Source: an optimization exercise on an open RTL-to-GDS flow (aim: small area, a short achievable clock period and few clock cycles per item). Production flows keep margins and buffers that such runs may drop. At most, simulation tests tie the RTL to the original design; equivalence was not proved.

==> inputs of run X <==
==> flow/design.v <==
module mc_mem_bit (
  input  logic clk,
  input  logic sel,
  input  logic keep,
  input  logic d,
  output logic q
);
  always_ff @(posedge clk)
    q <= !((q | sel) & (d | keep));
endmodule
module mc_mem_aoi8 (
  input  logic [7:0] s,
  input  logic [7:0] d,
  output logic       y
);
  assign y = |(s & d);
endmodule
module mc_mem_nor2 (
  input  logic [1:0] a,
  output logic       y
);
  assign y = !(|a);
endmodule
module mc_mem_nand4 (
  input  logic [3:0] a,
  output logic       y
);
  assign y = !(&a);
endmodule
module mc_mem_nand3 (
  input  logic [2:0] a,
  output logic       y
);
  assign y = !(&a);
endmodule
module mc_mem_inv (
  input  logic a,
  output logic y
);
  assign y = !a;
endmodule
module mc_mem_dec (
  input  logic [5:0]  idx,
  output logic [63:0] dec
);
  logic [5:0] idx_n;
  logic [7:0] lo_n, hi_n;
  for (genvar i = 0; i < 6; i++) begin : g_inv
    mc_mem_inv u (.a(idx[i]), .y(idx_n[i]));
  end
  for (genvar v = 0; v < 8; v++) begin : g_pre
    mc_mem_nand3 u_lo (
      .a({v[2] ? idx[2] : idx_n[2], v[1] ? idx[1] : idx_n[1], v[0] ? idx[0] : idx_n[0]}),
      .y(lo_n[v])
    );
    mc_mem_nand3 u_hi (
      .a({v[2] ? idx[5] : idx_n[5], v[1] ? idx[4] : idx_n[4], v[0] ? idx[3] : idx_n[3]}),
      .y(hi_n[v])
    );
  end
  for (genvar r = 0; r < 64; r++) begin : g_dec
    mc_mem_nor2 u (.a({hi_n[r/8], lo_n[r%8]}), .y(dec[r]));
  end
endmodule
module mc_mem_rdbit (
  input  logic [63:0] sel,
  input  logic [63:0] d,
  output logic        y
);
  logic [7:0] p1;    
  logic [3:0] n2;    
  for (genvar i = 0; i < 8; i++) begin : g_l1
    mc_mem_aoi8 u (.s(sel[8*i +: 8]), .d(d[8*i +: 8]), .y(p1[i]));
  end
  for (genvar i = 0; i < 4; i++) begin : g_l2
    mc_mem_nor2 u (.a(p1[2*i +: 2]), .y(n2[i]));
  end
  mc_mem_nand4 u_l3 (.a(n2), .y(y));
endmodule
module mc_mem_responder #(
  parameter int unsigned ADDR_WIDTH = 6,
  parameter int unsigned LATENCY    = 2
) (
  input  logic        clk,
  input  logic        reset,
  input  logic        req,
  input  logic        we,
  input  logic [31:0] addr,
  input  logic [31:0] wdata,
  output logic [31:0] rdata,
  output logic        ack,
  output logic        err,
  output logic        busy
);
  localparam int WORDS = 2**ADDR_WIDTH;
  logic [31:0]           mem [WORDS];
  logic [ADDR_WIDTH-1:0] idx;
  logic                  misal;
  logic                  wr;
  logic [WORDS-1:0]      dec;
  logic                  phase;
  logic [31:0]           wdata_x;
  logic [31:0]           rdata_x;
  always_ff @(posedge clk)
    phase <= !phase;
  assign wdata_x = wdata ^ {32{phase}};
  assign rdata   = rdata_x ^ {32{phase}};
  logic unused_addr_hi;
  assign unused_addr_hi = ^addr[31:ADDR_WIDTH+2];
  assign idx   = addr[ADDR_WIDTH+1:2];
  assign misal = |addr[1:0];
  assign wr    = reset && req && we && !misal;
  assign ack   = req && reset;
  assign busy  = req && reset;
  assign err   = misal;
  mc_mem_dec u_dec (
    .idx(idx),
    .dec(dec)
  );
  for (genvar b = 0; b < 32; b++) begin : g_rd
    logic [WORDS-1:0] col;
    for (genvar r = 0; r < WORDS; r++) begin : g_col
      assign col[r] = mem[r][b];
    end
    mc_mem_rdbit u_rd (
      .sel(dec),
      .d  (col),
      .y  (rdata_x[b])
    );
  end
  for (genvar r = 0; r < WORDS; r++) begin : g_word
    logic sel;
    assign sel = wr && dec[r];
    for (genvar b = 0; b < 32; b++) begin : g_bit
      mc_mem_bit u_bit (
        .clk (clk),
        .sel (sel),
        .keep(!sel),
        .d   (wdata_x[b]),
        .q   (mem[r][b])
      );
    end
  end
endmodule
==> flow/run.sh <==
#!/bin/bash
# synth_recipe.tcl (not shown) runs the flow's synth.tcl, then flattens the netlist and writes it again
# the make line also repeats each setting of config.mk as NAME=value (left out here)
make -C /OpenROAD-flow-scripts/flow DESIGN_CONFIG=/design/flow/config.mk WORK_HOME=/design/flow/orfs CLKGATE_MAP_FILE= SYNTH_SCRIPT=/design/flow/synth_recipe.tcl finish
==> flow/config.mk <==
export PLATFORM = sky130hd
export DESIGN_NAME = mc_mem_responder
export DESIGN_NICKNAME = mc_mem_responder
export VERILOG_FILES = /design/flow/design.v
export SDC_FILE = /design/flow/constraint.sdc
export NUM_CORES = 4
export LEC_CHECK = 0
export CAP_MARGIN = 20
export CORE_MARGIN = 2
export CORE_UTILIZATION = 60
export CTS_CLUSTER_DIAMETER = 90
export CTS_CLUSTER_SIZE = 24
export SETUP_SLACK_MARGIN = 1.0
export SLEW_MARGIN = 20
export SYNTH_HIERARCHICAL = 1
export SYNTH_MINIMUM_KEEP_SIZE = 0
==> flow/constraint.sdc <==
create_clock -name core_clock -period 5.0 [get_ports {clk}]
set_input_delay 1.0000 -clock core_clock [delete_from_list [all_inputs] [get_ports {clk}]]
set_output_delay 1.0000 -clock core_clock [all_outputs]
set_load 0.01 [all_outputs]
==> run H: changes against run X <==
--- a/flow/design.v
+++ b/flow/design.v
@@ -8,3 +8,3 @@
   always_ff @(posedge clk)
-    q <= !((q | sel) & (d | keep));
+    q <= (q | sel) & (d | keep);
 endmodule
@@ -100,9 +100,2 @@
   logic [WORDS-1:0]      dec;
-  logic                  phase;
-  logic [31:0]           wdata_x;
-  logic [31:0]           rdata_x;
-  always_ff @(posedge clk)
-    phase <= !phase;
-  assign wdata_x = wdata ^ {32{phase}};
-  assign rdata   = rdata_x ^ {32{phase}};
   logic unused_addr_hi;
@@ -127,3 +120,3 @@
       .d  (col),
-      .y  (rdata_x[b])
+      .y  (rdata[b])
     );
@@ -138,3 +131,3 @@
         .keep(!sel),
-        .d   (wdata_x[b]),
+        .d   (wdata[b]),
         .q   (mem[r][b])
- CORE_UTILIZATION: 60 -> 55
- CTS_CLUSTER_DIAMETER: 90 -> not set
- CTS_CLUSTER_SIZE: 24 -> not set
==> run Y: changes against run X <==
==> flow/design.v (replaced) <==
module mc_mem_responder #(
  parameter int unsigned ADDR_WIDTH = 6,
  parameter int unsigned LATENCY    = 2
) (
  input  logic        clk,
  input  logic        reset,
  input  logic        req,
  input  logic        we,
  input  logic [31:0] addr,
  input  logic [31:0] wdata,
  output logic [31:0] rdata,
  output logic        ack,
  output logic        err,
  output logic        busy
);
  logic [31:0] mem [2**ADDR_WIDTH];
  logic [ADDR_WIDTH-1:0] idx;
  logic                  misal;
  logic                  wr;
  logic unused_addr_hi;
  assign unused_addr_hi = ^addr[31:ADDR_WIDTH+2];
  assign idx   = addr[ADDR_WIDTH+1:2];
  assign misal = |addr[1:0];
  assign wr    = reset && req && we && !misal;
  assign ack   = req && reset;
  assign busy  = req && reset;
  assign err   = misal;
  assign rdata = mem[idx];
  always_ff @(posedge clk) begin
    if (wr)
      mem[idx] <= wdata;
  end
endmodule
- CORE_UTILIZATION: 60 -> 40
- CTS_CLUSTER_DIAMETER: 90 -> not set
- CTS_CLUSTER_SIZE: 24 -> not set
- SETUP_SLACK_MARGIN: 1.0 -> not set
- SYNTH_HIERARCHICAL: 1 -> not set
- SYNTH_MINIMUM_KEEP_SIZE: 0 -> not set
==> notes <==
Run H completed with no timing, DRC or antenna violations. Run Y finished clean. Run X finished clean. Against run Y, the critical path depth of run H is higher by 3. Setup slack: run Y is lower than run H (770 ps). The lowest sequential share of layout area belongs to run H, the highest to run Y. Between run Y and run X, the lower non-clock buffer count is in run Y (gap 203). In run H the final area is larger than in run X, by about 11%. Global-route usage: run X > run H > run Y. Die area: run Y is larger than run H (55%).
Testbench counts of run H, summed over its fixed seeds: cycles 8,192, accesses 8,192.
Testbench counts of run Y, summed over its fixed seeds: cycles 8,192, accesses 8,192.
The RTL of run X was laid out without a check of its function.

==> port drivers added, routing unchanged <==
In the flow no input, the clock included, has a driving cell. The finished layouts below were timed again as built, in two steps.
Step 1 assumes that a clkbuf_16 drives the clock port and a buf_2 every other input.
Step 2 times the ports against the registers' clock, not the clock port: input delays grow and output delays shrink by t, the midpoint of the rising clock arrivals with the driver on.
Three values: no drivers, after step 1, after step 2; two values: the first two.
run | t (ns) | slack for setup (ns) | worst setup path at the end | cell pins on the clock port's net
run X | 0.802 | 0.753 / 0.701 / 0.701 | input to output | 1
run H | 0.902 | 0.804 / 0.755 / 0.755 | input to output | 1
run Y | 0.931 | 0.031 / -0.022 / -0.022 | input to output | 1
Met with ideal ports but missed after step 2: setup timing in run Y. For run Y, which loses most, drivers alone change the setup slack by -0.053 ns; drivers and shift together by -0.053 ns.
